From an optimization exercise on the open Yosys and OpenROAD flow, aimed at small area, a short achievable clock period and few clock cycles; shortcuts taken in it are not production practice.
The RTL was checked by simulation tests, not by an equivalence proof against the original design.
Power and IR drop assume default switching activity.

$ cat flow/run.sh
#!/bin/bash
# Standard ORFS layout with two changes to how it is made (constraints unchanged):
#  - repair_timing aims for a larger setup slack than the clock needs;
#  - ports are buffered with buf_4 instead of the default delay-style buffer.
set -euo pipefail
EXTRA=(SETUP_SLACK_MARGIN=${MARGIN:-9} "BUFFER_PORTS_ARGS=-buffer_cell sky130_fd_sc_hd__buf_4")
bash standard.sh "${EXTRA[@]}" ${FINAL_TARGET:-finish} > make_finish.log 2>&1
$ cat standard.sh
#!/bin/bash
# synth_recipe.tcl (not shown) runs the flow's synth.tcl, then flattens the netlist and writes it again
# the make line also repeats each setting of config.mk as NAME=value (left out here)
make -C /OpenROAD-flow-scripts/flow DESIGN_CONFIG=/design/flow/config.mk WORK_HOME=/design/flow/orfs CLKGATE_MAP_FILE= SYNTH_SCRIPT=/design/flow/synth_recipe.tcl "${@:-finish}"
$ cat config.mk
export PLATFORM = sky130hd
export DESIGN_NAME = rc4_encrypt
export DESIGN_NICKNAME = rc4_encrypt
export VERILOG_FILES = /design/flow/design.v
export SDC_FILE = /design/flow/constraint.sdc
export NUM_CORES = 4
export LEC_CHECK = 0
export CAP_MARGIN = 20
export CORE_MARGIN = 2
export CORE_UTILIZATION = 40
export PLACE_DENSITY = 0.6
export SLEW_MARGIN = 20
$ cat constraint.sdc
create_clock -name core_clock -period 13.5 [get_ports {clk}]
set_input_delay 2.7000 -clock core_clock [delete_from_list [all_inputs] [get_ports {clk}]]
set_output_delay 2.7000 -clock core_clock [all_outputs]
set_load 0.01 [all_outputs]
$ cat design.v
module rc4_encrypt #(
    parameter int unsigned KEY_BYTES = 3
) (
    input  logic                   clk,
    input  logic                   clr,
    input  logic                   start,
    input  logic [8*KEY_BYTES-1:0] secret_key,
    output logic                   busy,
    input  logic                   pt_valid,
    input  logic [7:0]             pt_data,
    input  logic                   pt_last,
    output logic                   pt_ready,
    output logic                   ct_valid,
    output logic [7:0]             ct_data,
    output logic                   ct_last,
    input  logic                   ct_ready,
    output logic                   done
);
    localparam int unsigned KW = 8 * KEY_BYTES;
    localparam int unsigned FD = 4;           
    logic          r_busy;                    
    logic          r_init;                    
    logic          r_ksa;                     
    logic          r_str;                     
    logic          r_sw;                      
    logic [7:0]    r_r;                       
    logic [7:0]    r_pend;                    
    logic [7:0]    r_addr;                    
    logic [7:0]    r_lag;                     
    logic [KW-1:0] r_key;
    logic          r_done;
    logic [2047:0] r_p;
    logic          r_b1v, r_b2v;
    logic [7:0]    r_sj;
    logic [7:0]    r_sar;                     
    logic [7:0]    r_t2;                      
    logic [7:0]    r_f [FD];
    logic [2:0]    r_fc;
    logic          r_pr;
    logic          r_ov, r_ol, r_sv, r_sl;
    logic [7:0]    r_od, r_sd;
    logic [7:0] w_sa, w_p1, w_p2, w_sj, w_kbn;
    assign w_sa  = r_p[7:0];
    assign w_p1  = r_p[15:8];
    assign w_p2  = r_p[23:16];
    assign w_sj  = r_p[r_addr*8 +: 8];
    assign w_kbn = (KEY_BYTES > 1) ? r_key[KW-9 -: 8] : r_key[KW-1 -: 8];
    logic       w_endks;
    logic [7:0] w_pend_ks, w_pend_st, w_pend_end, w_pend;
    assign w_endks    = r_ksa & (r_r == 8'd255);
    assign w_pend_ks  = (r_pend == 8'd1) ? (w_sa + w_kbn) : (r_pend + w_p1 + w_kbn - 8'd1);
    assign w_pend_st  = (r_pend == 8'd1) ? w_sa : (r_pend + w_p1 - 8'd1);
    assign w_pend_end = ((r_pend == 8'd2) ? w_sa : w_p2) - 8'd1;
    always_comb begin
        if (r_ksa)      w_pend = w_endks ? w_pend_end : w_pend_ks;
        else if (r_sw)  w_pend = w_pend_st;
        else            w_pend = r_pend;
    end
    logic [7:0] w_tp, w_am1, w_t2;
    assign w_tp  = r_sar + r_sj;
    assign w_am1 = r_addr - 8'd1;
    assign w_t2  = (w_tp == 8'd255) ? w_am1 : (w_tp == w_am1) ? 8'd255 : w_tp;
    logic [7:0] w_k, w_head, w_ct;
    assign w_k    = r_p[r_t2*8 +: 8];
    assign w_head = (r_fc != 3'd0) ? r_f[0] : w_k;
    assign w_ct   = pt_data ^ w_head;
    logic w_accept, w_pop, w_lastx;
    assign w_accept = start & ~r_busy;
    assign w_pop    = pt_valid & r_pr;
    assign w_lastx  = r_ov & ct_ready & r_ol;
    logic       n_ksa, n_str, n_sv, n_ov, n_sw;
    logic [7:0] n_lag;
    logic [2:0] n_fc, n_occ;
    always_comb begin
        n_ksa = (r_ksa & ~w_endks) | w_accept;
        n_str = (r_str & ~(w_pop & pt_last)) | w_endks;
        if (w_endks)       n_lag = 8'd255;
        else if (r_sw)     n_lag = r_lag;
        else               n_lag = r_lag + 8'd1;
        n_fc  = r_fc + {2'b0, r_b2v} - {2'b0, w_pop};
        n_occ = r_fc + {2'b0, r_b2v} + {2'b0, r_b1v} + {2'b0, r_sw & r_str};
        n_sw  = n_ksa | (n_str & (n_lag == 8'd0) & (n_occ < 3'(FD)));
        if (~r_ov | ct_ready) begin
            n_ov = r_sv | w_pop;
            n_sv = 1'b0;
        end else begin
            n_ov = 1'b1;
            n_sv = r_sv | w_pop;
        end
    end
    always_ff @(posedge clk) begin
        if (clr) begin
            r_busy <= 1'b0;
            r_init <= 1'b1;
            r_ksa  <= 1'b0;
            r_str  <= 1'b0;
            r_sw   <= 1'b0;
            r_pr   <= 1'b0;
            r_ov   <= 1'b0;
            r_sv   <= 1'b0;
            r_done <= 1'b0;
            r_b1v  <= 1'b0;
            r_b2v  <= 1'b0;
            r_fc   <= 3'd0;
        end else begin
            r_busy <= (r_busy & ~w_lastx) | w_accept;
            r_init <= ~((r_busy & ~w_lastx) | w_accept);
            r_done <= r_busy & w_lastx;
            r_ksa  <= n_ksa;
            r_str  <= n_str;
            r_sw   <= n_sw;
            r_pr   <= n_str & ((n_fc != 3'd0) | r_b1v) & ~n_sv;
            r_ov   <= n_ov;
            r_sv   <= n_sv;
            r_b1v  <= r_sw & r_str;
            r_b2v  <= r_b1v;
            r_fc   <= r_init ? 3'd0 : n_fc;
        end
    end
    always_ff @(posedge clk) begin
        r_lag <= n_lag;
        if (r_init) begin
            r_r    <= 8'd0;
            r_key  <= secret_key;
            r_pend <= secret_key[KW-1 -: 8];
            r_addr <= secret_key[KW-1 -: 8];
        end else begin
            r_r    <= r_r + 8'd1;
            if (r_ksa) r_key <= {r_key[KW-9:0], r_key[KW-1 -: 8]};
            r_pend <= w_pend;
            r_addr <= n_sw ? w_pend : 8'd0;
        end
        r_sj  <= w_sj;
        r_sar <= w_sa - r_r - 8'd2;
        r_t2  <= w_t2;
        for (int n = 0; n < FD; n++) begin
            if (w_pop) begin
                if (n + 1 < FD && 3'(n + 1) < r_fc) r_f[n] <= r_f[n+1];
                else                               r_f[n] <= w_k;
            end else begin
                if (3'(n) >= r_fc) r_f[n] <= w_k;
            end
        end
        if (~r_ov | ct_ready) begin
            r_od <= r_sv ? r_sd : w_ct;
            r_ol <= r_sv ? r_sl : pt_last;
        end else if (w_pop) begin
            r_sd <= w_ct;
            r_sl <= pt_last;
        end
    end
    always_ff @(posedge clk) begin
        for (int p = 0; p < 256; p++) begin
            if (r_init)
                r_p[p*8 +: 8] <= 8'(p);
            else if (p == 255)
                r_p[p*8 +: 8] <= w_sj;
            else if (r_addr == 8'(p + 1))
                r_p[p*8 +: 8] <= w_sa;
            else
                r_p[p*8 +: 8] <= r_p[(p+1)*8 +: 8];
        end
    end
    assign busy     = r_busy;
    assign pt_ready = r_pr;
    assign ct_valid = r_ov;
    assign ct_data  = r_od;
    assign ct_last  = r_ol;
    assign done     = r_done;
endmodule
==> summary.txt, run 1 <==
* Status: timing/DRC/antenna clean
* RR Endpoint: r_od[4]$_DFFE_PN_
* Starting Density at ~40%
* First-pass GRT wire length at 684000 um
* Worst slack at placement at 6.88 ns
* WP data required at approximately 14 ns
* Clock Latency Late Sink at 0.96 ns
* Bufs on Longest Clock Path at 3
* Worst setup EP type: register
* Fmax at 209 MHz
* Worst Max-Slew Pin Slew at 1.25 ns
* RSZ-0062 raised after global routing: no
* Critical path peak fanout at 28
* Yosys warning total at 2
* Share of layout cells above drive strength 1 at 17.6%
* VDD IR max at between 0.00015 and 0.0002 V
* Syn-to-layout area delta at 10.2%
* Slew Viols, Final at 0
* Power per standard cell area at 171 nW/um2
* Core area at 279000 um2
* Worst min-delay path category: register to register
* WL final at roughly 480000 um
* Total grt overflow at 0
* Die Ht at 534 um
* Placer Congestion at 1.01
* Slowest-stage cell, CP: dfxtp_4
* Final Skew at about 0.092 ns
* Post-Syn Area per Cell at around 9.7 um2
* Vias in the first global route at 93927
* Synth Register Bits at 2192
* Std-Cell Rows at just under 200
* WL/cell at 32.1 um
* Vias at 99687
* Number of buffers and inverters on the critical path at 3
* Hold depth at 2
* Worst slew margin at approximately 17%
* Share of synthesized registers carrying an async set or reset at 0%
* Largest net degree at the start of global routing at 195
* Clock tree sinks at 2192
* Fin. Hold Viols at 0
* Ports at 51
* Inserted Clock Buffers at 231
* # H-tree levels at 4
* Hold Buf Count CTS at 0
* Setup-failing EPs final at 0
* Post-DRT Antenna Nets at 0
* Clock root cell: clkbuf_16
* Final worst slack at 8.72 ns
* Worst stage delay on the critical path at 0.67 ns
* Period utilization at a little over a third
* CTS tree: built
* Crit start category: register
* Setup tns final at 0 ns
* Reg2Reg Setup Slack at roughly 8.7 ns
* Syn nets at 11663
* Max-Cap Viols at 0
* Number of enable flip-flop cells after synthesis at 74
* Initial antenna violation count at 28
* Worst hold endpoint: r_p[1194]$_SDFF_PP1_
* Nets at 11119
* Crit path DAT at 5.46 ns
* Vias per cell at ~6.7
* Synth unique cells at 86
* Sequential fraction of the synthesis area at 39.7%
* Die ar. at 285000 um2
* Syn Inst Count at 11562
* DPL Wire Length at 311000 um
* DRC at 0
* Worst Hold Launch: r_p[1202]$_SDFF_PP1_
* CTS clk-pin slew, worst paths at roughly 0.060 ns
* Die W at 534 um
* Cell family with most CP delay: compound AO/OA/AOI/OAI gates
* Drt pass-1 iters at 9
* P_leak at 42.9 nW
* First DRT Iteration DRCs at approximately 16000
* RR Startpoint: r_t2[3]$_DFF_P_
* Min Clock Period, post-route at between 4 and 5 ns
* Synthesized area at 112000 um2
* All-Layer GR Usage at 32.6%
* Depth of the most critical reg-to-reg path at 11
* Port bufs at 50
* Synth Flop Type: dfxtp_1
* Critical path class: register to register
* Critical path cell sequence: buf_16, nor2b_4, buf_4, buf_8, a22o_1, nor4_1, o311ai_1, o2111ai_2, o31ai_1, xor2_1, mux2_2
cell usage after synthesis (45+ instances only):
master,count,area [um2]
mux2_2,51,574
nand2_1,3139,11800
buf_1,54,203
ha_1,58,726
buf_2,105,526
o21ai_0,287,1440
inv_1,64,240
dfxtp_1,2118,42400
buf_6,45,507
nor2_1,500,1880
nand3_1,295,1480
mux4_2,1105,24900
a22oi_1,154,1160
o22ai_1,45,282
buf_4,62,465
a21oi_1,980,4900
xnor2_1,50,438
mux2i_1,500,5000
clkbuf_1,811,3040
edfxtp_1,74,2220
o211ai_1,566,4250
what timing repair did:
item / 4_1_cts / 5_1_grt
endpoints found under the setup margin: 467 / 141
gates resized for setup: 76 / 32
pin swaps: 1 / 4
setup buffers: 7 / 27
hold endpoints to repair: 0 / 0
cloned: 8 / 2
registers in the layout, indices dropped and copies added (netlist names), 3 cells and up:
| name | flops |
|---|---|
| r_od | 8 |
| r_lag | 8 |
| r_f | 32 |
| r_r | 8 |
| r_pend | 8 |
| r_sj | 8 |
| r_key | 24 |
| r_p | 2048 |
| r_sar | 8 |
| r_fc | 3 |
| r_sd | 8 |
| r_t2 | 8 |
| r_addr | 8 |
stage by stage:
stage | instances | util, % | hold slack, ns | cell area [um2] | total power, mW
after floorplan | 11562 | - | 0.430 | 112000 | 11.5
after global placement | 14459 | 41.0 | 0.445 | 115000 | 13.8
after detailed placement | 14462 | 41.0 | 0.458 | 115000 | 13.8
after CTS | 14909 | 44.1 | 0.424 | 123000 | 20.7
after global routing | 14944 | 44.3 | 0.450 | 124000 | 21.5
final | 14960 | 44.3 | 0.418 | 124000 | 21.1
layout make-up:
cell class / count / area, um2
multi-input cells: 8217 / 63000
flip-flops and latches: 2192 / 44700
fillers: 26231 / 156000
repair buffers: 307 / 3190
diodes: 19 / 47.5
well taps: 3724 / 4660
clock inverters: 77 / 980
clock buffers: 355 / 6950
inverters: 69 / 282
where the power goes:
part	total (mW)	internal (mW)	switching, mW	leakage [nW]
Combinational	7.18	2.60	4.57	20.9
Sequential	7.28	6.91	0.376	18.1
Clock	6.68	3.77	2.91	3.90
Total	21.1	13.3	7.86	42.9
kinds of logic (layout without fill, tap and decap cells):
group	count (synthesis)	after routing	share of synthesized area [%]
other cells	0	19	0
mux	1656	1656	27.1
buf+inv	1153	808	4.56
flops	2192	2192	39.7
fa+ha+maj	63	63	0.735
compound gates	2246	2246	12.3
xor+xnor	81	81	0.656
simple gates	4171	4171	14.9
tightest hold or removal path, cell delays in order (launching register included):
cell	delay, ns
dfxtp_1	0.32
nand2_1	0.06
o211ai_1	0.08
layer usage:
layer	GRT usage [%]	vias to the layer above	routed length, um
li1	-	40836	-
met4	21.8	18	36900
met5	0	-	116
met2	47.5	7629	205000
met3	10.8	1642	66200
met1	41.2	49562	173000
cells in the final DEF (no fill, tap or decap), types with 50 or more instances in the layout:
| cell | instances |
|---|---|
| a21oi_1 | 979 |
| a22oi_1 | 153 |
| buf_4 | 239 |
| clkbuf_1 | 59 |
| clkbuf_16 | 238 |
| clkbuf_8 | 59 |
| dfxtp_1 | 2098 |
| edfxtp_1 | 74 |
| ha_1 | 58 |
| inv_1 | 59 |
| mux2_2 | 51 |
| mux2i_1 | 500 |
| mux4_2 | 1105 |
| nand2_1 | 3127 |
| nand3_1 | 290 |
| nor2_1 | 471 |
| o211ai_1 | 566 |
| o21ai_0 | 275 |
| xnor2_1 | 50 |
worst max path at each step:
stage	startpoint	endpoint	slack (ns)	cells after the start
3_5_place_dp	r_t2[0]$_DFF_P_	r_f[1][6]$_DFFE_PP_	6.88	11
6_report	r_t2[3]$_DFF_P_	r_od[4]$_DFFE_PN_	8.72	11
4_1_cts	r_t2[0]$_DFF_P_	r_f[1][6]$_DFFE_PP_	8.92	11
5_1_grt	r_t2[0]$_DFF_P_	r_f[2][3]$_DFFE_PP_	8.99	11
2_1_floorplan	pt_valid	r_f[1][0]$_DFFE_PP_	9.14	5
3_3_place_gp	r_t2[0]$_DFF_P_	r_sd[6]$_DFFE_PP_	6.94	12
Testbench counts, summed over its fixed seeds: cycles 31,748.
==> run 2: changes to the inputs <==
--- a/design.v
+++ b/design.v
@@ -42,7 +42,6 @@
     logic [7:0] w_sa, w_p1, w_p2, w_sj, w_kbn;
     assign w_sa  = r_p[7:0];
-    assign w_p1  = r_p[15:8];
+    assign w_p1  = ~r_p[15:8];
     assign w_p2  = r_p[23:16];
-    assign w_sj  = r_p[r_addr*8 +: 8];
     assign w_kbn = (KEY_BYTES > 1) ? r_key[KW-9 -: 8] : r_key[KW-1 -: 8];
     logic       w_endks;
@@ -62,5 +61,5 @@
     assign w_t2  = (w_tp == 8'd255) ? w_am1 : (w_tp == w_am1) ? 8'd255 : w_tp;
     logic [7:0] w_k, w_head, w_ct;
-    assign w_k    = r_p[r_t2*8 +: 8];
+    assign w_k    = r_p[r_t2*8 +: 8] ^ {8{r_t2[0]}};
     assign w_head = (r_fc != 3'd0) ? r_f[0] : w_k;
     assign w_ct   = pt_data ^ w_head;
@@ -150,15 +149,32 @@
         end
     end
+    logic [255:0] w_eq, w_a, w_n;
+    logic [7:0]   w_bus [2][2];
+    always_comb begin
+        for (int p = 0; p < 256; p++) w_eq[p] = (r_addr == 8'(p));
+        w_sj = 8'd0;
+        for (int p = 0; p < 256; p++) w_sj = w_sj | ({8{w_eq[p]}} & (r_p[p*8 +: 8] ^ {8{p[0]}}));
+        for (int p = 0; p < 255; p++) begin
+            w_a[p] = r_init | w_eq[p+1];
+            w_n[p] = ~r_init & ~w_eq[p+1];
+        end
+        w_a[255] = 1'b0;
+        w_n[255] = ~r_init;
+        for (int k1 = 0; k1 < 2; k1++)
+            for (int k2 = 0; k2 < 2; k2++)
+                w_bus[k1][k2] = r_init ? {8{k2[0]}} : (w_sa ^ {8{k1[0]}});
+    end
+    logic [2047:0] w_pd;
+    for (genvar p = 0; p < 255; p++) begin : g_ent
+        for (genvar b = 0; b < 8; b++) begin : g_bit
+            rc4_sbox_bit u_bit (
+                .x(w_bus[p % 2 ? 0 : 1][(((p >> b) ^ p) % 2) ? 0 : 1][b]), .a(w_a[p]),
+                .up(r_p[(p+1)*8 + b]), .n(w_n[p]), .d(w_pd[p*8 + b])
+            );
+        end
+    end
+    assign w_pd[255*8 +: 8] = ~(w_sj | {8{r_init}});
     always_ff @(posedge clk) begin
-        for (int p = 0; p < 256; p++) begin
-            if (r_init)
-                r_p[p*8 +: 8] <= 8'(p);
-            else if (p == 255)
-                r_p[p*8 +: 8] <= w_sj;
-            else if (r_addr == 8'(p + 1))
-                r_p[p*8 +: 8] <= w_sa;
-            else
-                r_p[p*8 +: 8] <= r_p[(p+1)*8 +: 8];
-        end
+        r_p <= w_pd;
     end
     assign busy     = r_busy;
@@ -169,2 +185,11 @@
     assign done     = r_done;
 endmodule
+module rc4_sbox_bit (
+    input  logic x,
+    input  logic a,
+    input  logic up,
+    input  logic n,
+    output logic d
+);
+    assign d = ~((x & a) | (up & n));
+endmodule
==> flow/run.sh (replaced) <==
#!/bin/bash
# Standard ORFS layout with three changes to how it is made (constraints unchanged):
#  - the S-box bit cells, which synthesis keeps as their own small module, are
#    mapped by ABC to a22oi_2; they drive only a flip-flop input, so they are
#    set to a22oi_1 before placement (the resizer may still upsize any of them);
#  - repair_timing aims for a larger setup slack than the clock needs;
#  - ports are buffered with buf_4 instead of the default delay-style buffer.
set -euo pipefail
EXTRA=(SETUP_SLACK_MARGIN=${MARGIN:-9} "BUFFER_PORTS_ARGS=-buffer_cell sky130_fd_sc_hd__buf_4")
bash standard.sh "${EXTRA[@]}" do-yosys-canonicalize do-yosys > make_synth.log 2>&1
NET=$(ls orfs/results/*/rc4_encrypt/base/1_2_yosys.v)
sed -i 's/sky130_fd_sc_hd__a22oi_2 /sky130_fd_sc_hd__a22oi_1 /' "$NET"
bash standard.sh "${EXTRA[@]}" ${FINAL_TARGET:-finish} > make_finish.log 2>&1
--- a/config.mk
+++ b/config.mk
@@ -11,2 +11,4 @@
 export PLACE_DENSITY = 0.6
 export SLEW_MARGIN = 20
+export SYNTH_HIERARCHICAL = 1
+export SYNTH_MINIMUM_KEEP_SIZE = 0
==> summary.txt, run 2 <==
* Yosys warning total at 11
* Syn Inst Count at 9432
* Synthesized area at between 90000 and 100000 um2
* Die Ht at 502 um
* First-pass GRT wire length at 1420000 um
* Vias in the first global route at ~130k
* Total grt overflow at roughly 1400
* Status: stopped before the end
* Largest net degree at the start of global routing at a little over 100
* Ports at 51
* Clock root cell: clkbuf_16
* Post-Syn Area per Cell at 10.5 um2
* Stop err: [ERROR GRT-0116] Global routing finished with congestion. Check the congestion regions in the DRC Viewer.
* Exit stage: 5_1_grt
* Syn nets at around 9500
* Placer Congestion at 1.44
* Bufs on Longest Clock Path at 3
* Std-Cell Rows at 182
* Starting Density at 40.3%
* Placed insts at 12659
* All-Layer GR Usage at 82.7%
* DPL Wire Length at 723000 um
* Die W at about 500 um
* Inserted Clock Buffers at about 230
* # H-tree levels at 4
* Port bufs at 50
## run 2: how the worst max path moves through the flow
stage                            startpoint           endpoint  slack (ns)  depth (start not counted)
after floorplan           r_init$_SDFF_PP1_  r_p[1025]$_DFF_P_        8.58                          6
after CTS                 r_addr[1]$_DFF_P_  r_p[2043]$_DFF_P_        8.80                         15
after global placement      r_t2[0]$_DFF_P_  r_sd[0]$_DFFE_PP_        6.90                         12
after detailed placement    r_t2[0]$_DFF_P_  r_sd[7]$_DFFE_PP_        6.92                         11
## run 2: through the flow
step	area [um2]	utilization [%]	total power [mW]	setup WS [ns]	hold slack, ns
floorplan	99300	-	13.7	8.58	0.426
global placement	105000	42.6	18.6	6.90	0.442
detailed placement	105000	42.7	18.7	6.92	0.446
CTS	115000	46.8	26.0	8.80	0.435
## run 2: timing repair
action | 4_1_cts
endpoints found under the setup margin | 100
pin swaps | 25
setup buffers | 42
resized for setup | 232
hold buffers | 0
hold endpoints to repair | 0
cloned | 13
## run 2: layer usage
layer / GRT usage, % / overflow
met1: 85.0 / 66
met2: 91.7 / 802
met3: 75.4 / 75
met4: 76.0 / 487
met5: 51.2 / 15
## run 2: power by group through the flow
stage / Clock [mW] / Sequential, mW / Combinational (mW)
4_1_cts: 6.81 / 9.51 / 9.72
2_1_floorplan: 0 / 8.11 / 5.56
3_5_place_dp: 0 / 9.70 / 8.96
3_3_place_gp: 0 / 9.72 / 8.87
Testbench counts of run 2, summed over its fixed seeds: cycles 31,748.
==> run 3: changes to the inputs <==
--- a/design.v
+++ b/design.v
@@ -151,8 +151,7 @@
     logic [255:0] w_eq, w_a, w_n;
     logic [7:0]   w_bus [2][2];
+    assign w_sj = r_p[r_addr*8 +: 8] ^ {8{r_addr[0]}};
     always_comb begin
         for (int p = 0; p < 256; p++) w_eq[p] = (r_addr == 8'(p));
-        w_sj = 8'd0;
-        for (int p = 0; p < 256; p++) w_sj = w_sj | ({8{w_eq[p]}} & (r_p[p*8 +: 8] ^ {8{p[0]}}));
         for (int p = 0; p < 255; p++) begin
             w_a[p] = r_init | w_eq[p+1];
--- a/config.mk
+++ b/config.mk
@@ -9,4 +9,7 @@
 export CORE_MARGIN = 2
 export CORE_UTILIZATION = 40
+export CTS_BUF_LIST = sky130_fd_sc_hd__clkbuf_16
+export CTS_CLUSTER_DIAMETER = 60
+export CTS_CLUSTER_SIZE = 24
 export PLACE_DENSITY = 0.6
 export SLEW_MARGIN = 20
==> summary.txt, run 3 <==
* Total grt overflow at 0
* Critical path cell sequence: buf_8, and2_1, buf_4, nand2_2, o211ai_1, nor4_2, or3_1, nor3_2, xnor2_2, mux2i_1, xnor2_1
* Inserted Clock Buffers at 159
* Final Total Pwr at approximately 24 mW
* Setup-failing EPs final at 0
* Post-DRT Antenna Nets at 0
* Max FFs per register at 2048
* Cell family with most CP delay: simple AND/OR/NAND/NOR gates
* Critical path peak fanout at 34
* VDD IR max at 0.000135 V
* Syn nets at roughly 8000
* Commonest non-fill, non-tap cell in the layout: a22oi_1
* Status: timing/DRC/antenna clean
* Drt pass-1 iters at 9
* CTS clk-pin slew, worst paths at 0.08 ns
* All-Layer GR Usage at roughly a third
* Area of the multi-input gates at 53100 um2
* Clock tree sinks at roughly 2200
* Register area at 44700 um2
* Vias at slightly above 80000
* Worst setup EP type: register
* Min Clock Period, post-route at approximately 4.7 ns
* Clock Latency Late Sink at 0.90 ns
* Yosys warning total at 11
* Crit start category: register
* Most frequent cells in the layout: 2249 x a22oi_1, 2106 x dfxtp_1, 1056 x mux4_2
* Initial antenna violation count at 26
* Largest net degree at the start of global routing at 91
* WL final at 424000 um
* First DRT Iteration DRCs at 12504
* Regs by FF count: r_p: 2048 flops, r_f: 32 flops, r_key: 24 flops
* Syn Inst Count at 7892
* # H-tree levels at 4
* Period utilization at 34.9%
* Synthesized area at 101000 um2
* DRC at 0
* Worst Max-Slew Pin Slew at 1.36 ns
* Setup tns final at 0 ns
* RSZ-0062 raised after global routing: yes
* Bufs on Longest Clock Path at 3
* Port bufs at 50
* P_leak at 42.4 nW
* Worst stage delay on the critical path at 0.72 ns
* Vias per cell at 7.27
* WL/cell at 37.4 um
* Number of buffers and inverters on the critical path at 2
* Vias in the first global route at 80775
* Die ar. at 256000 um2
* Syn-to-layout area delta at 11.0%
* Slowest-stage cell, CP: o211ai_1
* First-pass GRT wire length at 601000 um
* # fillers at 22868
* Slew Viols, Final at 0
* Std-Cell Rows at 184
* DPL Wire Length at 279000 um
* Worst slew margin at 9.44%
* Ports at a little over 50
* Fmax at 212 MHz
* Power per standard cell area at 216 nW/um2
* Final Skew at 0.0516 ns
* Top reg by flops: r_p
* Post-Syn Area per Cell at 12.8 um2
* Nets at 7962
* Share of layout cells above drive strength 1 at 23.0%
* WP data required at approximately 14 ns
* Die Ht at between 500 and 600 um
* Clock root cell: clkbuf_16
* Crit path DAT at approximately 5.3 ns
* Starting Density at 40.2%
* CTS tree: built
* Critical path class: register to register
* Die W at 506 um
* Placer Congestion at between 0.9 and 1
* Fin. Hold Viols at 0
* Core area at between 200000 and 300000 um2
* Max-Cap Viols at 0
* Worst min-delay path category: register to register
-- run 3: worst paths after layout --
path | startpoint | cells past startpoint | to | slack (ns)
setup / recovery | r_t2[2]$_DFF_P_ | 11 | r_sd[4]$_DFFE_PP_ | 8.79
hold reg to reg | r_p[1744]$_DFF_P_ | 1 | r_p[1736]$_DFF_P_ | 0.43
hold / removal | r_p[1744]$_DFF_P_ | 1 | r_p[1736]$_DFF_P_ | 0.43
setup reg to reg | r_t2[2]$_DFF_P_ | 11 | r_sd[4]$_DFFE_PP_ | 8.79
-- run 3: power breakdown --
group / switching [mW] / total [mW] / internal (mW) / leakage [nW]
Sequential: 0.852 / 8.39 / 7.54 / 18.5
Clock: 2.83 / 5.37 / 2.55 / 2.77
Combinational: 6.10 / 10.4 / 4.34 / 21.2
Total: 9.78 / 24.2 / 14.4 / 42.4
-- run 3: metal layers --
metal / vias to the layer above / global-route usage [%] / routed length, um
li1: 32609 / - / -
met1: 42262 / 40.7 / 153000
met2: 6262 / 46.2 / 181000
met3: 1392 / 11.1 / 57800
met4: 16 / 21.1 / 32400
met5: - / 0 / 89
-- run 3: what timing repair did --
| item | in CTS | in global routing |
|---|---|---|
| hold buffers | 0 | 0 |
| setup buffers | 15 | 12 |
| setup endpoints to repair | 1800 | 35 |
| cloned | 10 | 2 |
| resized for setup | 102 | 39 |
| pin swaps | 3 | 5 |
-- run 3: layout make-up --
cell class	instances	area share, %
Clock inverter	133	1.41
Antenna cell	12	0.0268
Tap cell	3348	3.74
Sequential cell	2192	39.9
Multi-Input combinational cell	4893	47.4
Timing Repair Buffer	273	2.65
Inverter	342	1.16
Clock buffer	165	3.69
-- run 3: through the flow --
step	worst slack [ns]	hold WS [ns]	cells	utilization [%]	cell area, um2
2_1_floorplan	8.63	0.426	7892	-	101000
3_3_place_gp	6.81	0.431	11000	41.7	105000
3_5_place_dp	7.13	0.443	11003	41.8	105000
4_1_cts	9.01	0.431	11326	44.4	112000
5_1_grt	9.00	0.455	11346	44.6	112000
6_report	8.79	0.431	11358	44.6	112000
Testbench counts of run 3, summed over its fixed seeds: cycles 31,748.
==> run 4: changes to the inputs <==
--- a/design.v
+++ b/design.v
@@ -191,4 +191,4 @@
     output logic d
 );
-    assign d = ~((x & a) | (up & n));
+    assign d = ~((x | n) & (up | a));
 endmodule
==> flow/run.sh (replaced) <==
#!/bin/bash
# Standard ORFS layout with two changes to how it is made (constraints unchanged):
#  - repair_timing aims for a larger setup slack than the clock needs;
#  - ports are buffered with buf_4 instead of the default delay-style buffer.
set -euo pipefail
EXTRA=(SETUP_SLACK_MARGIN=${MARGIN:-9} "BUFFER_PORTS_ARGS=-buffer_cell sky130_fd_sc_hd__buf_4")
bash standard.sh "${EXTRA[@]}" ${FINAL_TARGET:-finish} > make_finish.log 2>&1
==> summary.txt, run 4 <==
* Main combinational cell family by area after synthesis: multiplexers
* Syn Inst Count at 7892
* RSZ-0062 raised after global routing: yes
* Std-Cell Rows at 181
* Synth Area in Compound Gates at 19.1%
* VDD IR max at 0.000139 V
* Period utilization at 35.0%
* Hold depth at 1
* Final core occ at 44.7%
* WP data required at around 14 ns
* DRC at 0
* Ports at 51
* Share of the synthesized area in the top cell type at a little over two fifths
* Int Power at roughly 14 mW
* Net Sw Frac at 40.4%
* Vias in the first global route at 79922
* Worst slack at placement at 7.14 ns
* Largest net degree at the start of global routing at 150
* Clock power frac at 22.4%
* Share of layout cells above drive strength 1 at roughly 22%
* Logic pwr share at a little over two fifths
* Inserted Clock Buffers at 152
* Starting Density at 40.3%
* Synthesized area at 98300 um2
* Synth cell count leaders: 2118 x dfxtp_1, 2069 x o22ai_1, 1056 x mux4_2
* Worst slew margin at 8.33%
* Critical path peak fanout at 40
* WL/cell at 38.3 um
* Yosys top cell by area: dfxtp_1
* Max-Cap Viols at 0
* Adder-Cell Fraction of Synth Area at 0.840%
* Post-Syn Area per Cell at around 12 um2
* Status: timing/DRC/antenna clean
* Die W at 500 um
* Setup-failing EPs final at 0
* Fmax at 211 MHz
* Synth Flop Type: dfxtp_1
* Die Ht at 500 um
* Share of synthesized registers carrying an async set or reset at 0%
* Synth Register Bits at 2192
* Simple-gate share of the synthesized area at under 10%
* WL final at 428000 um
* Core area at 244000 um2
* Final worst slack at between 8 and 9 ns
* Slew Viols, Final at 0
* Hold Buf Count CTS at 0
* Total grt overflow at 0
* Number of enable flip-flop cells after synthesis at 74
* All-Layer GR Usage at between 30% and 40%
* Crit start category: register
* Final Skew at ~0.057 ns
* CTS clk-pin slew, worst paths at 0.10 ns
* Worst Max-Slew Pin Slew at 1.38 ns
* Worst setup EP type: register
* Clock root cell: clkbuf_16
* Yosys warning total at 11
* Drt pass-1 iters at 6
* Worst min-delay path category: register to register
* P_leak at 40.2 nW
* Syn-to-layout area delta at 10.8%
* Syn nets at 7993
* Part of the power in registers at 34.9%
* Clock tree sinks at 2192
* Min Clock Period, post-route at 4.73 ns
* Mux cell area share after synthesis at ~27%
* Vias per cell at 7.50
* Top reg by flops: r_p
* CTS tree: built
* Fin. Hold Viols at 0
* Initial antenna violation count at 23
* Crit path DAT at 5.36 ns
* # H-tree levels at 4
* Critical path class: register to register
* Max FFs per register at 2048
* Bufs on Longest Clock Path at 3
* Vias at between 80000 and 90000
* Port bufs at 50
* Regs by FF count: r_p: 2048 flops, r_f: 32 flops, r_key: 24 flops
* Power per standard cell area at 219 nW/um2
* Commonest non-fill, non-tap cell in the layout: dfxtp_1
* Sequential fraction of the synthesis area at 45.4%
* Placer Congestion at 1.01
* Die ar. at 250000 um2
* DPL Wire Length at 279000 um
* Depth of the most critical reg-to-reg path at 11
* Nets at 7923
* Synth unique cells at 80
* Fin Hold WS at ~0.42 ns
* Post-DRT Antenna Nets at 0
* Post-Synth XOR/XNOR Area at 0.909%
* Setup tns final at 0 ns
* P_sw at a little under 10 mW
* Clock Latency Late Sink at around 0.90 ns
* First-pass GRT wire length at about 600000 um
* First DRT Iteration DRCs at 13764
* Most frequent cells in the layout: 2106 x dfxtp_1, 2069 x o22ai_1, 1056 x mux4_2
* Count leader, synth: dfxtp_1
* Synth top area cells: dfxtp_1 43%, mux4_2 24%, o22ai_1 13%, edfxtp_1 2.3%, mux2i_1 2.2%
run 4: worst paths after layout:
check	slack, ns	start	end
setup reg to reg	8.77	r_t2[2]$_DFF_P_	r_sd[3]$_DFFE_PP_
setup / recovery	8.77	r_t2[2]$_DFF_P_	r_sd[3]$_DFFE_PP_
hold reg to reg	0.42	r_p[305]$_DFF_P_	r_p[297]$_DFF_P_
hold / removal	0.42	r_p[305]$_DFF_P_	r_p[297]$_DFF_P_
run 4: area by class of cell:
class,instances,area (um2)
diodes,13,32.5
multi-input cells,4893,50600
well taps,3202,4010
inverters,342,1310
flip-flops and latches,2192,44700
clock inverters,123,1620
clock buffers,159,3980
repair buffers,241,2690
fillers,22081,135000
run 4: critical path, cell delays in order, from the launching register on:
cell	delay, ns
dfxtp_2	0.46
buf_6	0.52
and2_2	0.45
buf_4	0.39
a221oi_1	0.15
o21ai_0	0.20
o21ai_0	0.43
nor4_4	0.86
nor4b_4	0.24
xnor2_2	0.40
mux2i_1	0.16
xnor2_1	0.15
run 4: power groups by stage:
stage	sequential, mW	combinational (mW)	clock, mW
final	8.32	10.2	5.34
after global routing	8.38	10.3	5.58
after CTS	8.27	9.64	5.34
after detailed placement	8.45	9.23	0
after global placement	8.40	9.17	0
after floorplan	8.02	6.25	0
run 4: through the flow:
stage | std cells | area [um2] | total power [mW]
4_1_cts | 11144 | 108000 | 23.2
6_report | 11165 | 109000 | 23.8
3_5_place_dp | 10844 | 102000 | 17.7
2_1_floorplan | 7892 | 98300 | 14.3
3_3_place_gp | 10841 | 102000 | 17.6
5_1_grt | 11152 | 109000 | 24.3
run 4: layer usage:
layer / wire length, um / vias to the layer above / track usage, %
met5: 171 / - / 0
met4: 31900 / 24 / 20.2
met3: 61900 / 1542 / 11.2
met2: 181000 / 7162 / 47.9
met1: 153000 / 42335 / 42.2
li1: - / 32676 / -
run 4: what timing repair did:
item,4_1_cts,5_1_grt
resized for setup,91,40
endpoints found under the hold margin,0,0
buffers inserted,10,5
gates cloned,8,3
setup endpoints to repair,1959,89
pin swaps,4,1
run 4: cells by family after synthesis:
| kind of cell | after synthesis |
|---|---|
| AO/OA/AOI/OAI | 2896 |
| XOR/XNOR | 97 |
| adder cells (fa/ha/maj) | 63 |
| multiplexers | 1341 |
| buffers and inverters | 807 |
| flip-flops | 2192 |
| AND/OR/NAND/NOR | 496 |
run 4: Yosys stat by module, one instance, submodules excluded:
module        flops+latches  area (um2)  times used
rc4_sbox_bit              0        6.26        2040
rc4_encrypt            2192       85500           1
Testbench counts of run 4, summed over its fixed seeds: cycles 31,748.
==> run 5: changes to the inputs <==
--- a/design.v
+++ b/design.v
@@ -61,5 +61,11 @@
     assign w_t2  = (w_tp == 8'd255) ? w_am1 : (w_tp == w_am1) ? 8'd255 : w_tp;
     logic [7:0] w_k, w_head, w_ct;
-    assign w_k    = r_p[r_t2*8 +: 8] ^ {8{r_t2[0]}};
+    logic [255:0] w_eqk;
+    logic [7:0]   w_kraw;
+    always_comb begin
+        for (int p = 0; p < 256; p++) w_eqk[p] = (r_t2 == 8'(p));
+    end
+    rc4_sbox_read u_rdk (.q(r_p), .e(w_eqk), .y(w_kraw));
+    assign w_k    = w_kraw ^ {8{r_t2[0]}};
     assign w_head = (r_fc != 3'd0) ? r_f[0] : w_k;
     assign w_ct   = pt_data ^ w_head;
@@ -151,5 +157,7 @@
     logic [255:0] w_eq, w_a, w_n;
     logic [7:0]   w_bus [2][2];
-    assign w_sj = r_p[r_addr*8 +: 8] ^ {8{r_addr[0]}};
+    logic [7:0]   w_sjraw;
+    rc4_sbox_read u_rdj (.q(r_p), .e(w_eq), .y(w_sjraw));
+    assign w_sj = w_sjraw ^ {8{r_addr[0]}};
     always_comb begin
         for (int p = 0; p < 256; p++) w_eq[p] = (r_addr == 8'(p));
@@ -193,2 +201,26 @@
     assign d = ~((x | n) & (up | a));
 endmodule
+module rc4_sbox_read (
+    input  logic [2047:0] q,
+    input  logic [255:0]  e,
+    output logic [7:0]    y
+);
+    for (genvar b = 0; b < 8; b++) begin : g_bit
+        logic [31:0] w_g;
+        for (genvar g = 0; g < 32; g++) begin : g_grp
+            logic [7:0] w_q;
+            for (genvar k = 0; k < 8; k++) begin : g_ent
+                assign w_q[k] = q[(8*g + k)*8 + b];
+            end
+            rc4_sbox_read8 u_leaf (.q(w_q), .e(e[8*g +: 8]), .y(w_g[g]));
+        end
+        assign y[b] = |w_g;
+    end
+endmodule
+module rc4_sbox_read8 (
+    input  logic [7:0] q,
+    input  logic [7:0] e,
+    output logic       y
+);
+    assign y = |(q & e);
+endmodule
==> summary.txt, run 5 <==
* Clock tree sinks at 2192
* Largest net degree at the start of global routing at 157
* Post-Syn Area per Cell at approximately 9.7 um2
* Synth Flop Type: dfxtp_1
* Fin Hold WS at around 0.43 ns
* CTS clk-pin slew, worst paths at 0.10 ns
* Total grt overflow at 0
* Syn nets at a little over 9000
* WL/cell at approximately 40 um
* First DRT Iteration DRCs at around 18000
* DRC at 0
* Bufs on Longest Clock Path at 3
* Number of enable flip-flop cells after synthesis at 74
* P_leak at 35.6 nW
* Register area at 44700 um2
* Final Skew at 0.0461 ns
* Power per standard cell area at ~180 nW/um2
* # H-tree levels at 4
* CTS tree: built
* Hold Buf Count CTS at 0
* Synthesized area at 87200 um2
* Die ar. at 222000 um2
* Max-Cap Viols at 0
* Most frequent cells in the layout: 2105 x dfxtp_1, 2045 x a22oi_1, 2043 x o22ai_1
* Share of synthesized registers carrying an async set or reset at 0%
* Share of the synthesized area in the top cell type at 48.6%
* Core area at 217000 um2
* Share of layout cells above drive strength 1 at between 10 and 15%
* Worst setup EP type: register
* WL final at between 400000 and 500000 um
* Max FFs per register at 2048
* Inserted Clock Buffers at 164
* Sequential fraction of the synthesis area at between 50 and 60%
* Ports at 51
* Synth cell count leaders: 2118 x dfxtp_1, 2051 x a22oi_1, 2043 x o22ai_1
* Yosys top cell by area: dfxtp_1
* Yosys warning total at 11
* Starting Density at 40.2%
* Status: timing/DRC/antenna clean
* Setup tns final at 0 ns
* Clock Latency Late Sink at around 0.9 ns
* Post-DRT Antenna Nets at 0
* WP data required at between 10 and 15 ns
* Regs by FF count: r_p: 2048 flops, r_f: 32 flops, r_key: 24 flops
* Slew Viols, Final at 0
* Die Ht at about 470 um
* Crit start category: register
* Die W at approximately 470 um
* VDD IR max at 0.000140 V
* Post-route cell area at 101000 um2
* Worst min-delay path category: register to register
* Count leader, synth: dfxtp_1
* DPL Wire Length at 336000 um
* # fillers at about 21000
* Vias in the first global route at 87833
* RSZ-0062 raised after global routing: yes
* Synth Register Bits at around 2200
* Initial antenna violation count at 36
* Top reg by flops: r_p
* First-pass GRT wire length at about 670000 um
* Area of the multi-input gates at 42100 um2
* Vias at ~94000
* Fmax at 214 MHz
* Placer Congestion at about 1.1
* Period utilization at 34.7%
* All-Layer GR Usage at 41.7%
* Syn Inst Count at about 9000
* Worst Max-Slew Pin Slew at approximately 1.3 ns
* Crit path DAT at 5.42 ns
* Setup-failing EPs final at 0
* Critical path peak fanout at 18
* Worst slew margin at ~16%
* Clock root cell: clkbuf_16
* Nets at approximately 9400
* Min Clock Period, post-route at 4.68 ns
* Synth top area cells: dfxtp_1 49%, a22oi_1 18%, o22ai_1 15%, nand4_1 4.0%, nor2_1 2.6%
* Commonest non-fill, non-tap cell in the layout: dfxtp_1
* Syn-to-layout area delta at 15.5%
* Drt pass-1 iters at 10
* Dpl cell area at roughly 93000 um2
* Synth unique cells at 72
* Std-Cell Rows at between 150 and 200
* Port bufs at 50
* Critical path class: register to register
* Vias per cell at 7.64
* Fin. Hold Viols at 0
run 5: cell count changes in the layout (fill, tap and decap cells not counted), moves of 41 or more:
cell / delta
nand2_1: -48
a21o_1: -257
a21oi_1: -60
nor4_2: +49
buf_4: +129
mux2_2: -41
nor2_1: +427
mux2i_1: -205
nor4_1: +43
o21ai_0: +197
mux4_2: -1056
a22oi_1: +1835
nand4_1: +526
nor2_2: +73
run 5: worst max-delay path, stage by stage, from the launching register on:
cell     delay [ns]
dfxtp_1        0.51
inv_1          0.16
ha_1           0.31
nand3_2        0.15
buf_6          0.36
buf_8          0.38
nor2_1         0.24
a22oi_1        0.33
nand4_1        0.27
nor4_4         0.79
nand4_1        0.39
or2_1          0.35
xor2_1         0.19
nor2_1         0.08
run 5: cell families (layout without fill, tap and decap cells):
logic type | Yosys count | after routing | synth area share (%)
xor gates and xnor gates | 91 | 91 | 0.914
buffers and inverters | 537 | 1015 | 2.33
muxes | 32 | 32 | 0.404
other | 0 | 10 | 0
AOI/OAI and AO/OA | 4536 | 4536 | 35.2
DFF | 2192 | 2192 | 51.2
adders and majority gates | 62 | 62 | 0.932
and+or+nand+nor | 1535 | 1537 | 9.10
run 5: final timing paths:
| check | start | end | slack [ns] | cells after the start |
|---|---|---|---|---|
| worst max-delay path | r_addr[1]$_DFF_P_ | r_p[2043]$_DFF_P_ | 8.82 | 13 |
| worst min register to register | r_p[503]$_DFF_P_ | r_p[495]$_DFF_P_ | 0.43 | 1 |
| worst min-delay path | r_p[503]$_DFF_P_ | r_p[495]$_DFF_P_ | 0.43 | 1 |
| worst max register to register | r_addr[1]$_DFF_P_ | r_p[2043]$_DFF_P_ | 8.82 | 13 |
run 5: layer usage:
metal | track usage [%] | part of all wire, % | vias to the layer above | wire length, um
met5 | 0 | 0.045 | - | 218
met3 | 13.2 | 14 | 1998 | 66700
met4 | 23.0 | 6.8 | 32 | 33000
met2 | 60.8 | 41 | 8073 | 202000
li1 | - | - | 38115 | -
met1 | 54.3 | 38 | 45934 | 186000
run 5: area by class of cell:
cell class                 count  area share (%)
multi-input combinational   6258            41.7
sequential                  2192            44.3
tap                         2854            3.54
clock inverter               134            1.60
antenna                       10          0.0248
clock buffer                 171            4.25
inverter                     347            1.33
timing repair buffer         363            3.20
run 5: timing repair:
item	4_1_cts	5_1_grt
setup buffers	32	24
gates cloned	1	2
resized for setup	200	105
endpoints found under the setup margin	64	29
pin swaps	25	29
run 5: stage by stage:
stage,power [mW],worst slack [ns],utilization (%),std cells
after floorplan,10.3,8.75,-,8985
after global placement,12.3,6.81,42.7,11936
after detailed placement,12.4,7.31,42.8,11953
after CTS,18.0,8.99,46.2,12291
after global routing,18.9,8.95,46.4,12320
final,18.4,8.82,46.5,12329
run 5: modules after synthesis, one instance, submodules excluded:
module,cells inside,flops+latches,copies in the design,area [um2]
rc4_sbox_read,88,0,2,601
rc4_encrypt,4209,2192,1,54700
rc4_sbox_read8,5,0,512,36.3
rc4_sbox_bit,1,0,2040,6.26
run 5: power by group:
part | internal [mW] | leakage (nW) | switching (mW)
Sequential | 7.50 | 18.5 | 1.02
Combinational | 1.48 | 14.2 | 2.97
Clock | 2.63 | 2.91 | 2.84
Testbench counts of run 5, summed over its fixed seeds: cycles 31,748.
==> run 6: changes to the inputs <==
--- a/flow/run.sh
+++ b/flow/run.sh
@@ -4,4 +4,4 @@
 #  - ports are buffered with buf_4 instead of the default delay-style buffer.
 set -euo pipefail
-EXTRA=(SETUP_SLACK_MARGIN=${MARGIN:-9} "BUFFER_PORTS_ARGS=-buffer_cell sky130_fd_sc_hd__buf_4")
+EXTRA=(SETUP_SLACK_MARGIN=${MARGIN:-9.5} "BUFFER_PORTS_ARGS=-buffer_cell sky130_fd_sc_hd__buf_4")
 bash standard.sh "${EXTRA[@]}" ${FINAL_TARGET:-finish} > make_finish.log 2>&1
==> summary.txt, run 6 <==
* Status: timing/DRC/antenna clean
* Slew Viols, Final at 0
* Synth Flop Type: dfxtp_1
* Regs by FF count: r_p: 2048 flops, r_f: 32 flops, r_key: 24 flops
* First-pass GRT wire length at 691000 um
* Largest net degree at the start of global routing at 133
* Worst min-delay path category: register to register
* Final Total Pwr at 19.6 mW
* Synth top area cells: dfxtp_1 49%, a22oi_1 18%, o22ai_1 15%, nand4_1 4.0%, nor2_1 2.6%
* # fillers at 20233
* Std-Cell Rows at 171
* Clock root cell: clkbuf_16
* Share of layout cells above drive strength 1 at about 14%
* Yosys warning total at 11
* Count leader, synth: dfxtp_1
* Worst slew margin at between 15 and 20%
* Syn Inst Count at roughly 9000
* Port bufs at 50
* Setup tns final at 0 ns
* Syn nets at 9085
* RR Startpoint: r_t2[0]$_DFF_P_
* Synth Register Bits at 2192
* Most frequent cells in the layout: 2096 x dfxtp_1, 2043 x o22ai_1, 2004 x a22oi_1
* Bufs on Longest Clock Path at 3
* Hold Buf Count CTS at 0
* Max-Cap Viols at 0
* Vias at 97032
* Crit path DAT at between 4 and 5 ns
* Die ar. at between 200000 and 250000 um2
* Die Ht at 471 um
* Share of the synthesized area in the top cell type at 48.6%
* Worst slack at placement at 7.59 ns
* Starting Density at slightly above 40%
* Setup-failing EPs final at 0
* Critical path origin: r_t2[0]$_DFF_P_
* All-Layer GR Usage at between 40 and 50%
* Vias in the first global route at a little under 90000
* WP data required at 14.10 ns
* Metal3 WL at between 70000 and 80000 um
* Min Clock Period, post-route at 4.33 ns
* CTS clk-pin slew, worst paths at about 0.1 ns
* Total grt overflow at 0
* CTS tree: built
* DRT met1 WL at 188000 um
* Placer Congestion at ~1.1
* Share of synthesized registers carrying an async set or reset at 0%
* Synth unique cells at 72
* WL/cell at 41.0 um
* Number of enable flip-flop cells after synthesis at 74
* Register area at 44700 um2
* Commonest non-fill, non-tap cell in the layout: dfxtp_1
* Area of the multi-input gates at 43500 um2
* Routed wl met2 at 209000 um
* P_leak at 37.4 nW
* Final worst slack at 9.17 ns
* Die W at 471 um
* RSZ-0062 raised after global routing: yes
* Syn-to-layout area delta at 20.8%
* Worst setup EP type: register
* DRC at 0
* Yosys top cell by area: dfxtp_1
* Ports at around 50
* Clock Latency Late Sink at 0.88 ns
* Critical path class: register to register
* Sequential fraction of the synthesis area at 51.2%
* Final Skew at 0.0469 ns
* WL final at between 500000 and 600000 um
* Post-Syn Area per Cell at between 9 and 10 um2
* Fin. Hold Viols at 0
* Top reg by flops: r_p
* Power per standard cell area at around 190 nW/um2
* Worst Max-Slew Pin Slew at 1.27 ns
* Post-DRT Antenna Nets at 0
* Inserted Clock Buffers at 167
* Crit start category: register
* Max FFs per register at around 2000
* DR top layer: met5
* Period utilization at 32.0%
* Synthesized area at 87200 um2
* DPL Wire Length at 338000 um
* Clock tree sinks at 2192
* Vias per cell at slightly below 8
* # H-tree levels at 4
* Nets at 9626
* Critical path peak fanout at 8
* Drt pass-1 iters at 13
* Core area at 217000 um2
* Worst Hold Launch: r_p[287]$_DFF_P_
* First DRT Iteration DRCs at approximately 19000
* VDD IR max at 0.000182 V
* Synth cell count leaders: 2118 x dfxtp_1, 2051 x a22oi_1, 2043 x o22ai_1
* Initial antenna violation count at 39
* Fmax at 231 MHz
## run 6: cell counts after synthesis
Identical to the previous run, type by type.
## run 6: cells by family (layout without fill, tap and decap cells)
logic type	after synthesis	count (layout)	share of synthesized area (%)
fa+ha+maj	62	62	0.932
compound gates	4536	4536	35.2
other cells	0	41	0
simple gates	1535	1539	9.10
flops	2192	2192	51.2
buf+inv	537	1218	2.33
xor+xnor	91	91	0.914
mux	32	32	0.404
## run 6: final cells by class
type | count | area share (%)
Tap cell | 2854 | 3.39
Timing Repair Buffer | 558 | 5.73
Multi-Input combinational cell | 6260 | 41.3
Clock inverter | 142 | 1.72
Sequential cell | 2192 | 42.4
Clock buffer | 171 | 4.06
Inverter | 347 | 1.28
Antenna cell | 41 | 0.0974
## run 6: path summary, 6_finish.rpt
kind / end / slack [ns] / cells after the start
hold / removal: r_p[279]$_DFF_P_ / 0.44 / 1
setup / recovery: r_od[1]$_DFFE_PN_ / 9.17 / 14
hold reg to reg: r_p[279]$_DFF_P_ / 0.44 / 1
setup reg to reg: r_od[1]$_DFFE_PN_ / 9.17 / 14
## run 6: per-layer routing
metal / GRT usage (%) / vias up
li1: - / 38574
met1: 54.3 / 47103
met2: 61.9 / 8959
met3: 15.4 / 2370
met4: 27.9 / 26
met5: 0.822 / -
## run 6: per-stage QoR
stage	utilization (%)	hold slack [ns]	instance area [um2]	instances
detailed placement	42.9	0.440	93000	11976
global placement	42.8	0.428	92800	11966
global route	48.5	0.457	105000	12533
CTS	47.6	0.444	103000	12439
floorplan	-	0.418	87300	8985
finish	48.6	0.442	105000	12565
## run 6: per-module statistics from Yosys, one instance, submodules excluded
| module | cells inside | times used | cell area [um2] | flip-flops and latches |
|---|---|---|---|---|
| rc4_sbox_read | 88 | 2 | 601 | 0 |
| rc4_sbox_read8 | 5 | 512 | 36.3 | 0 |
| rc4_encrypt | 4209 | 1 | 54700 | 2192 |
| rc4_sbox_bit | 1 | 2040 | 6.26 | 0 |
## run 6: what timing repair did
action | CTS | global route
pin swaps | 130 | 114
gates cloned | 12 | 13
setup endpoints to repair | 80 | 51
setup buffers | 138 | 71
resized for setup | 508 | 201
## run 6: report_power, final
group	switching (mW)	internal [mW]	total (mW)
Clock	2.92	2.70	5.63
Sequential	1.03	7.51	8.54
Combinational	3.47	2.01	5.47
Total	7.42	12.2	19.6
## run 6: critical path, stage by stage, from the launching register on
cell and delay [ns]:
dfxtp_4 0.39, buf_4 0.16, nand3_4 0.13, bufbuf_16 0.35
nor2_1 0.16, a22oi_1 0.30, nand4_1 0.37, nor4_2 0.39
nand4_1 0.45, or2_4 0.46, xnor2_4 0.28, nand2_1 0.12
o21ai_2 0.12, xnor2_1 0.10, mux2_2 0.26
==> run 7: changes to the inputs <==
--- a/design.v
+++ b/design.v
@@ -156,13 +156,18 @@
     end
     logic [255:0] w_eq, w_a, w_n;
+    logic [15:0]  w_hi, w_lo;
     logic [7:0]   w_bus [2][2];
     logic [7:0]   w_sjraw;
-    rc4_sbox_read u_rdj (.q(r_p), .e(w_eq), .y(w_sjraw));
+    rc4_sbox_read u_rdj (.q(r_p), .e({w_a[254:0], w_eq[0]}), .y(w_sjraw));
     assign w_sj = w_sjraw ^ {8{r_addr[0]}};
     always_comb begin
         for (int p = 0; p < 256; p++) w_eq[p] = (r_addr == 8'(p));
+        for (int h = 0; h < 16; h++) begin
+            w_hi[h] = (r_addr[7:4] == 4'(h)) | r_init;
+            w_lo[h] = (r_addr[3:0] == 4'(h)) | r_init;
+        end
         for (int p = 0; p < 255; p++) begin
-            w_a[p] = r_init | w_eq[p+1];
-            w_n[p] = ~r_init & ~w_eq[p+1];
+            w_a[p] = w_hi[(p+1) >> 4] & w_lo[(p+1) & 15];
+            w_n[p] = ~(w_hi[(p+1) >> 4] & w_lo[(p+1) & 15]);
         end
         w_a[255] = 1'b0;
--- a/flow/run.sh
+++ b/flow/run.sh
@@ -4,4 +4,4 @@
 #  - ports are buffered with buf_4 instead of the default delay-style buffer.
 set -euo pipefail
-EXTRA=(SETUP_SLACK_MARGIN=${MARGIN:-9.5} "BUFFER_PORTS_ARGS=-buffer_cell sky130_fd_sc_hd__buf_4")
+EXTRA=(SETUP_SLACK_MARGIN=${MARGIN:-9} "BUFFER_PORTS_ARGS=-buffer_cell sky130_fd_sc_hd__buf_4")
 bash standard.sh "${EXTRA[@]}" ${FINAL_TARGET:-finish} > make_finish.log 2>&1
==> summary.txt, run 7 <==
* Worst hold endpoint: r_p[859]$_DFF_P_
* Fin. Hold Viols at 0
* Yosys warning total at 11
* Critical path cell sequence: nor2b_1, nand2_1, nand2_4, buf_4, nand2_1, inv_1, a22oi_1, nand4_1, nor4_1, buf_4, nand4_1, or2_1, xor2_1, nor2_1
* DR top layer: met5
* Vias at 92588
* Syn-to-layout area delta at 19.4%
* Final worst slack at 8.87 ns
* Metal3 WL at 69500 um
* Core area at 213000 um2
* DRT met1 WL at 172000 um
* Yosys top cell by area: dfxtp_1
* Die Ht at between 400 and 500 um
* Power per standard cell area at 212 nW/um2
* Post-DRT Antenna Nets at 0
* Reg2Reg Setup Slack at approximately 9 ns
* Worst Hold Launch: r_p[867]$_DFF_P_
* RR Endpoint: r_p[2040]$_DFF_P_
* Count leader, synth: dfxtp_1
* Final std cells w/o fill at roughly 12000
* Setup tns final at 0 ns
* Vias in the first global route at around 85000
* Synth cell count leaders: 2118 x dfxtp_1, 2048 x a22oi_1, 2043 x o22ai_1
* Sequential fraction of the synthesis area at 52.0%
* # H-tree levels at 4
* Max FFs per register at 2048
* Worst slew margin at 14.0%
* Clock root cell: clkbuf_16
* Routed wl met2 at 184000 um
* Period utilization at 34.3%
* Syn nets at ~8800
* Vias per cell at roughly 7.6
* Share of layout cells above drive strength 1 at 16.1%
* RR Startpoint: r_addr[2]$_DFF_P_
* All-Layer GR Usage at 39.6%
* Final Total Pwr at about 22 mW
* Inserted Clock Buffers at 165
* Worst slack at placement at 7.16 ns
* Min Clock Period, post-route at roughly 4.6 ns
* DRC at 0
* Crit path DAT at 5.37 ns
* Bufs on Longest Clock Path at 3
* Part of the power in registers at 44.4%
* Total grt overflow at 0
* Logic pwr share at 30.4%
* Final core occ at 48.1%
* Critical path class: register to register
* Placer Congestion at 1.05
* Synthesized area at 85800 um2
* Commonest non-fill, non-tap cell in the layout: dfxtp_1
* Placed insts at around 12000
* Int Power at 13.0 mW
* Clock Latency Late Sink at 0.89 ns
* Worst min-delay path category: register to register
* Most frequent cells in the layout: 2107 x dfxtp_1, 2048 x a22oi_1, 2043 x o22ai_1
* Std-Cell Rows at 169
* Ports at 51
* Slowest-stage cell, CP: inv_1
* RSZ-0062 raised after global routing: yes
* Starting Density at 40.3%
* P_sw at slightly below 9 mW
* Initial antenna violation count at 27
* Hold Buf Count CTS at 0
* Synth Register Bits at roughly 2200
* Port bufs at 50
* P_leak at 36.9 nW
* Status: timing/DRC/antenna clean
* Slew Viols, Final at 0
* Net Sw Frac at 40.0%
* Fmax at 216 MHz
* Depth of the most critical reg-to-reg path at 14
* Largest net degree at the start of global routing at between 60 and 70
* Critical path peak fanout at 16
* CTS clk-pin slew, worst paths at roughly 0.10 ns
* DPL Wire Length at 300000 um
* WP data required at 14.25 ns
* Clock tree sinks at 2192
* Regs by FF count: r_p: 2048 flops, r_f: 32 flops, r_key: 24 flops
* Nets at 9361
* Die W at 467 um
* First DRT Iteration DRCs at ~18000
* Synth top area cells: dfxtp_1 49%, a22oi_1 18%, o22ai_1 15%, nand4_1 4.0%, edfxtp_1 2.6%
* Top reg by flops: r_p
* Syn Inst Count at 8663
* Drt pass-1 iters at 7
* Max-Cap Viols at 0
* Crit start category: register
* Final Skew at 0.0476 ns
* WL/cell at 37.3 um
* Share of the synthesized area in the top cell type at 49.4%
* Worst setup EP type: register
* Hold depth at 1
* Synth unique cells at 72
* Worst stage delay on the critical path at roughly 0.7 ns
* Clock power frac at 25.2%
* Post-Syn Area per Cell at 9.90 um2
* VDD IR max at about 0.00017 V
* Number of enable flip-flop cells after synthesis at 74
* Worst Max-Slew Pin Slew at 1.29 ns
* Die ar. at 218000 um2
* First-pass GRT wire length at about 630000 um
* Share of synthesized registers carrying an async set or reset at 0%
* CTS tree: built
* Synth Flop Type: dfxtp_1
* Setup-failing EPs final at 0
* WL final at roughly 460000 um
## run 7: cell count changes in the layout (fill, tap and decap cells not counted), sizes merged, moves of 35 or more
cell,change
clkinvlp,+94
nor2,-255
o21ai,-254
nand2,+284
inv,-109
diode,-35
## run 7: kinds of logic (layout without fill, tap and decap cells)
group	Yosys count	in the layout	synth area share [%]
other	0	6	0
muxes	30	30	0.388
AOI/OAI and AO/OA	4274	4274	34.2
and+or+nand+nor	1567	1568	9.47
DFF	2192	2192	52.0
xor gates and xnor gates	91	91	0.977
adders and majority gates	62	62	0.948
buffers and inverters	447	1185	1.98
## run 7: power groups by stage
stage	sequential, mW	combinational, mW	clock [mW]
after floorplan	9.07	3.38	0
after global placement	9.66	5.45	0
after detailed placement	9.65	5.53	0
after CTS	9.53	5.92	5.48
after global routing	9.74	6.80	5.73
final	9.63	6.61	5.47
## run 7: how the worst max path moves through the flow
| stage | endpoint | cells after the start | slack [ns] | startpoint |
|---|---|---|---|---|
| after floorplan | r_p[1025]$_DFF_P_ | 5 | 8.75 | r_init$_SDFF_PP1_ |
| after global placement | r_od[3]$_DFFE_PN_ | 13 | 6.89 | r_t2[0]$_DFF_P_ |
| after detailed placement | r_od[7]$_DFFE_PN_ | 14 | 7.16 | r_t2[0]$_DFF_P_ |
| after CTS | r_p[2040]$_DFF_P_ | 13 | 8.94 | r_addr[0]$_DFF_P_ |
| after global routing | r_od[4]$_DFFE_PN_ | 14 | 8.92 | r_t2[5]$_DFF_P_ |
| final | r_p[2040]$_DFF_P_ | 14 | 8.87 | r_addr[2]$_DFF_P_ |
## run 7: area by class of cell
class	count	area, um2
sequential	2192	44700
antenna	6	15.0
tap	2821	3530
fill	19850	110000
timing repair buffer	532	4490
timing repair inverter	2	10.0
clock inverter	135	1570
multi-input combinational	6025	42200
inverter	343	1640
clock buffer	173	4330
## run 7: routing by layer
layer / vias up / GRT usage (%)
met5: - / 0
met4: 26 / 22.1
met3: 1788 / 14.0
met2: 8213 / 55.7
met1: 45057 / 52.5
li1: 37504 / -
## run 7: per-module statistics from Yosys, one instance, submodules excluded
module / cells inside / area, um2
rc4_sbox_read8: 5 / 36.3
rc4_sbox_bit: 1 / 6.26
rc4_encrypt: 3887 / 53200
rc4_sbox_read: 88 / 601
## run 7: stage by stage
| stage | cell area (um2) | hold slack [ns] |
|---|---|---|
| 2_1_floorplan | 85800 | 0.423 |
| 3_3_place_gp | 90500 | 0.429 |
| 3_5_place_dp | 90700 | 0.438 |
| 4_1_cts | 99300 | 0.429 |
| 5_1_grt | 102000 | 0.455 |
| 6_report | 102000 | 0.422 |
## run 7: worst max-delay path, delay by kind of cell (launching register included)
family,cells,cell delay (ns)
xor gates and xnor gates,1,0.20
buffers and inverters,3,1.48
AOI/OAI and AO/OA,1,0.18
DFF,1,0.54
and+or+nand+nor,9,2.07
## run 7: timing repair
item | in CTS | in global routing
setup endpoints to repair | 64 | 33
gates resized for setup | 396 | 315
buffers inserted | 120 | 230
endpoints found under the hold margin | 0 | 0
pin swaps | 25 | 39
gates cloned | 0 | 3
Testbench counts of run 7, summed over its fixed seeds: cycles 31,748.

separate check: timing with driven ports:
The flow's constraints put no driver on any port. The routed layouts listed below were extracted and timed again, unchanged, in two steps.
Step 1 assumes that a clkbuf_16 drives the clock port and a buf_2 every other input.
Step 2 also shifts input and output timing later by t, the mid clock arrival at the registers, as if the neighbouring blocks saw the same clock.
a / b / c = ideal / step 1 / step 2; a / b = the first two.
run	t, ns	slack for setup (ns)	latest minus earliest clock arrival (ns)	pins driven straight from the clock port
run 1	1.019	8.716 / 8.716 / 8.236	0.096 / 0.096	1
run 3	0.970	8.786 / 8.786 / 8.625	0.062 / 0.062	1
run 4	0.976	8.768 / 8.768 / 8.768	0.069 / 0.069	1
run 5	0.969	8.816 / 8.816 / 8.289	0.051 / 0.050	1
run 6	0.960	9.174 / 9.174 / 8.793	0.049 / 0.049	1
run 7	0.965	8.873 / 8.873 / 8.772	0.058 / 0.059	1
After both steps every run listed still meets setup and hold. For run 5, which loses most, drivers alone change the setup slack by 0.000 ns; drivers and shift together by -0.527 ns.
